Source: an optimization exercise on an open RTL-to-GDS flow (aim: small area, a short achievable clock period and few clock cycles per item). Production flows keep margins and buffers that such runs may drop. Where RTL was checked, it was by simulation tests only, not by an equivalence proof against the original. Power figures rest on the tool's default switching activity, not on a simulated workload.

## window_stack_hit_test
module window_stack_hit_test (
  input  logic                                clk_i,
  input  logic                                rst_ni,
  input  logic                                in_valid_i,
  output logic                                in_ready_o,
  input  logic                                command_i,
  input  logic [wsh_pkg::SLOT_W-1:0]          slot_i,
  input  logic [wsh_pkg::COORD_BITS-1:0]      left_i,
  input  logic [wsh_pkg::COORD_BITS-1:0]      bottom_i,
  input  logic [wsh_pkg::COORD_BITS-1:0]      right_i,
  input  logic [wsh_pkg::COORD_BITS-1:0]      top_i,
  input  logic [wsh_pkg::COORD_BITS-1:0]      point_x_i,
  input  logic [wsh_pkg::COORD_BITS-1:0]      point_y_i,
  output logic                                out_valid_o,
  input  logic                                out_ready_i,
  output logic                                hit_o,
  output logic [wsh_pkg::ID_OUT_W-1:0]        window_id_o,
  input  logic                                psel,
  input  logic                                penable,
  input  logic                                pwrite,
  input  logic [wsh_pkg::APB_AW-1:0]          paddr,
  input  logic [wsh_pkg::APB_DW-1:0]          pwdata,
  output logic [wsh_pkg::APB_DW-1:0]          prdata,
  output logic                                pready
);
clock: 8.0 ns
lec_check: 0
cap_margin: 30
cell_pad_in_sites_detail_placement: 2
cell_pad_in_sites_global_placement: 2
core_margin: 2
core_utilization: 35
setup_slack_margin: 4.4
slew_margin: 20
synth_hierarchical: 1
run.sh (not shown) runs the stock make flow with config.mk's settings and CLKGATE_MAP_FILE= SYNTH_SCRIPT=/design/flow/synth_recipe.tcl, a recipe that flattens the netlist after the stock synthesis.
Next try:
--- a/flow/config.mk
+++ b/flow/config.mk
@@ -14,2 +14 @@
 export SLEW_MARGIN = 20
-export SYNTH_HIERARCHICAL = 1
Result:
- synthesized area shrinks by 8.7%
- setup slack gets better by 21 ps
- routed wire length shrinks by about 7%
- maximum frequency grows by about 0.5%
- non-clock buffer count grows by 77
Function was not checked in any run of this note: the RTL went through the layout flow alone.


Setup of run A:
Another version of the RTL of window_stack_hit_test (not shown whole).
Size in the first run: roughly 4500 cells after synthesis, ~160 I/O pins.
export LEC_CHECK = 0
export CAP_MARGIN = 30
export CELL_PAD_IN_SITES_DETAIL_PLACEMENT = 2
export CELL_PAD_IN_SITES_GLOBAL_PLACEMENT = 2
export CORE_MARGIN = 2
export CORE_UTILIZATION = 35
export CTS_BUF_LIST = sky130_fd_sc_hd__clkbuf_4
export SETUP_SLACK_MARGIN = 4.1
export SLEW_MARGIN = 20
create_clock -name core_clock -period 8.0 [get_ports {clk_i}]
Testbench counts of run A, summed over its fixed seeds: cycles 9,624, items 9,600.
Setup changes, run A to run B
# run A
export LEC_CHECK = 0
export CAP_MARGIN = 30
export CELL_PAD_IN_SITES_DETAIL_PLACEMENT = 2
export CELL_PAD_IN_SITES_GLOBAL_PLACEMENT = 2
export CORE_MARGIN = 2
export CORE_UTILIZATION = 35
export CTS_BUF_LIST = sky130_fd_sc_hd__clkbuf_4
export SETUP_SLACK_MARGIN = 4.1
export SLEW_MARGIN = 20
create_clock -name core_clock -period 8.0 [get_ports {clk_i}]
# run B
export LEC_CHECK = 0
export CAP_MARGIN = 30
export CELL_PAD_IN_SITES_DETAIL_PLACEMENT = 1
export CELL_PAD_IN_SITES_GLOBAL_PLACEMENT = 1
export CORE_MARGIN = 2
export CORE_UTILIZATION = 55
export SETUP_SLACK_MARGIN = 4.4
export SLEW_MARGIN = 20
create_clock -name core_clock -period 8.0 [get_ports {clk_i}]
[summary]
Final checks on run B, whose flow otherwise completed, came back failing, citing max-capacitance violations. In run B, largest stage delay on the critical path is higher than in run A. u_ctrl.e0_q[0] as the capturing element of the worst setup path was reported by run B, and u_dp.idp_q[1] by run A. Between run B and run A, it is run B whose initial core utilization is higher, by 20 points. Run A has a lower combinational share of power than run B. Relative to run A, the die area measured on run B has decreased by more than a quarter. Number of filler cells placed in the layout shrinks by more than a quarter when moving from run A to run B. A cell type of the slowest stage on the worst timing path of dfstp_2 is what run A shows, while dfstp_4 belongs to run B. Run B ends up with a flip-flop and latch power that is about 2% higher than in run A. Run B vs run A, max-slew violation total from the final report went up by 15. Going from run A to run B, placed instance count decreased about 12%; global-route wire length before repair decreased about 3.3%; share of total power in the clock network decreased 2.9 points; number of cell rows decreased about 20%.
> inputs changed (run B -> run C)
# run B
export LEC_CHECK = 0
export CAP_MARGIN = 30
export CELL_PAD_IN_SITES_DETAIL_PLACEMENT = 1
export CELL_PAD_IN_SITES_GLOBAL_PLACEMENT = 1
export CORE_MARGIN = 2
export CORE_UTILIZATION = 55
export SETUP_SLACK_MARGIN = 4.4
export SLEW_MARGIN = 20
create_clock -name core_clock -period 8.0 [get_ports {clk_i}]
# run C
export LEC_CHECK = 0
export CAP_MARGIN = 30
export CELL_PAD_IN_SITES_DETAIL_PLACEMENT = 2
export CELL_PAD_IN_SITES_GLOBAL_PLACEMENT = 2
export CORE_MARGIN = 2
export CORE_UTILIZATION = 35
export SETUP_SLACK_MARGIN = 4.4
export SLEW_MARGIN = 20
create_clock -name core_clock -period 8.0 [get_ports {clk_i}]
### Flow results
- Looking at net switching power across both flows, run C is the stronger of the two, with run B trailing.
- Of run C and run B, the lower power in the clock group belongs to run B.
- Net switching share of the total power is lower on run C
- Fraction of area in multi-input gates (lower): run C
- In run C the final area turned out 2.2% higher than in run B.
- Run C — synthesis-to-layout area growth 2.7 points higher, run B as reference
- Run C against run B: actual slew at the worst max-slew pin shows a reduction of 0.43 ns; number of non-clock buffers moved down; clock latency of the later-clocked register in the worst-skew pair increased 0.04 ns; critical path depth climbed 2.
- The flow did not stop early for run C: all stages ran, and the layout cleared the timing, design-rule and antenna checks.
- Portion of the layout cell area used by clock cells came out higher on run C than on run B.
Input changes introduced in run D (baseline for comparison: run C):
# run C
export LEC_CHECK = 0
export CAP_MARGIN = 30
export CELL_PAD_IN_SITES_DETAIL_PLACEMENT = 2
export CELL_PAD_IN_SITES_GLOBAL_PLACEMENT = 2
export CORE_MARGIN = 2
export CORE_UTILIZATION = 35
export SETUP_SLACK_MARGIN = 4.4
export SLEW_MARGIN = 20
create_clock -name core_clock -period 8.0 [get_ports {clk_i}]
# run D
export LEC_CHECK = 0
export CAP_MARGIN = 30
export CELL_PAD_IN_SITES_DETAIL_PLACEMENT = 2
export CELL_PAD_IN_SITES_GLOBAL_PLACEMENT = 2
export CORE_MARGIN = 2
export CORE_UTILIZATION = 35
export CTS_BUF_LIST = sky130_fd_sc_hd__clkbuf_8
export PLACE_DENSITY = 0.75
export SETUP_SLACK_MARGIN = 4.1
export SLEW_MARGIN = 20
create_clock -name core_clock -period 8.0 [get_ports {clk_i}]
## What came out
Taking run C as the reference, in run D cell count essentially unchanged, area added between synthesis and finish decreased 7.7 points, worst setup slack decreased 0.23 ns, delay of the slowest critical-path stage decreased 0.03 ns.
Of the two values seen for slowest cell on the critical path, dfstp_2 was produced by run C and mux4_2 by run D.

-- what the ideal ports hide --
The flow's constraints put no driver on any port. The routed layouts listed below were extracted and timed again, unchanged, in two steps. Step 1 sets driving cells, clkbuf_16 on the clock port and buf_2 on the other inputs (assumed; they add their load-dependent delay and slew). Step 2 times the ports against the registers' clock, not the clock port: input delays grow and output delays shrink by t, the midpoint of the rising clock arrivals with the driver on. Three values: ideal ports, drivers, drivers and shift; two values: the first two.
run	t (ns)	setup slack, ns	worst register clock-pin slew, ns
the first run of note 1	0.823	3.852 / 3.852 / 3.567	0.07 / 0.07
the second run of note 1	0.827	3.874 / 3.874 / 3.130	0.06 / 0.06
run A	1.264	4.104 / 4.104 / 4.104	0.08 / 0.08
run B	0.793	3.554 / 3.554 / 3.554	0.08 / 0.08
run C	0.836	4.186 / 4.186 / 4.180	0.08 / 0.08
run D	0.985	3.957 / 3.957 / 3.957	0.07 / 0.07
For the second run of note 1, which loses most, drivers alone change the setup slack by 0.000 ns; drivers and shift together by -0.744 ns.
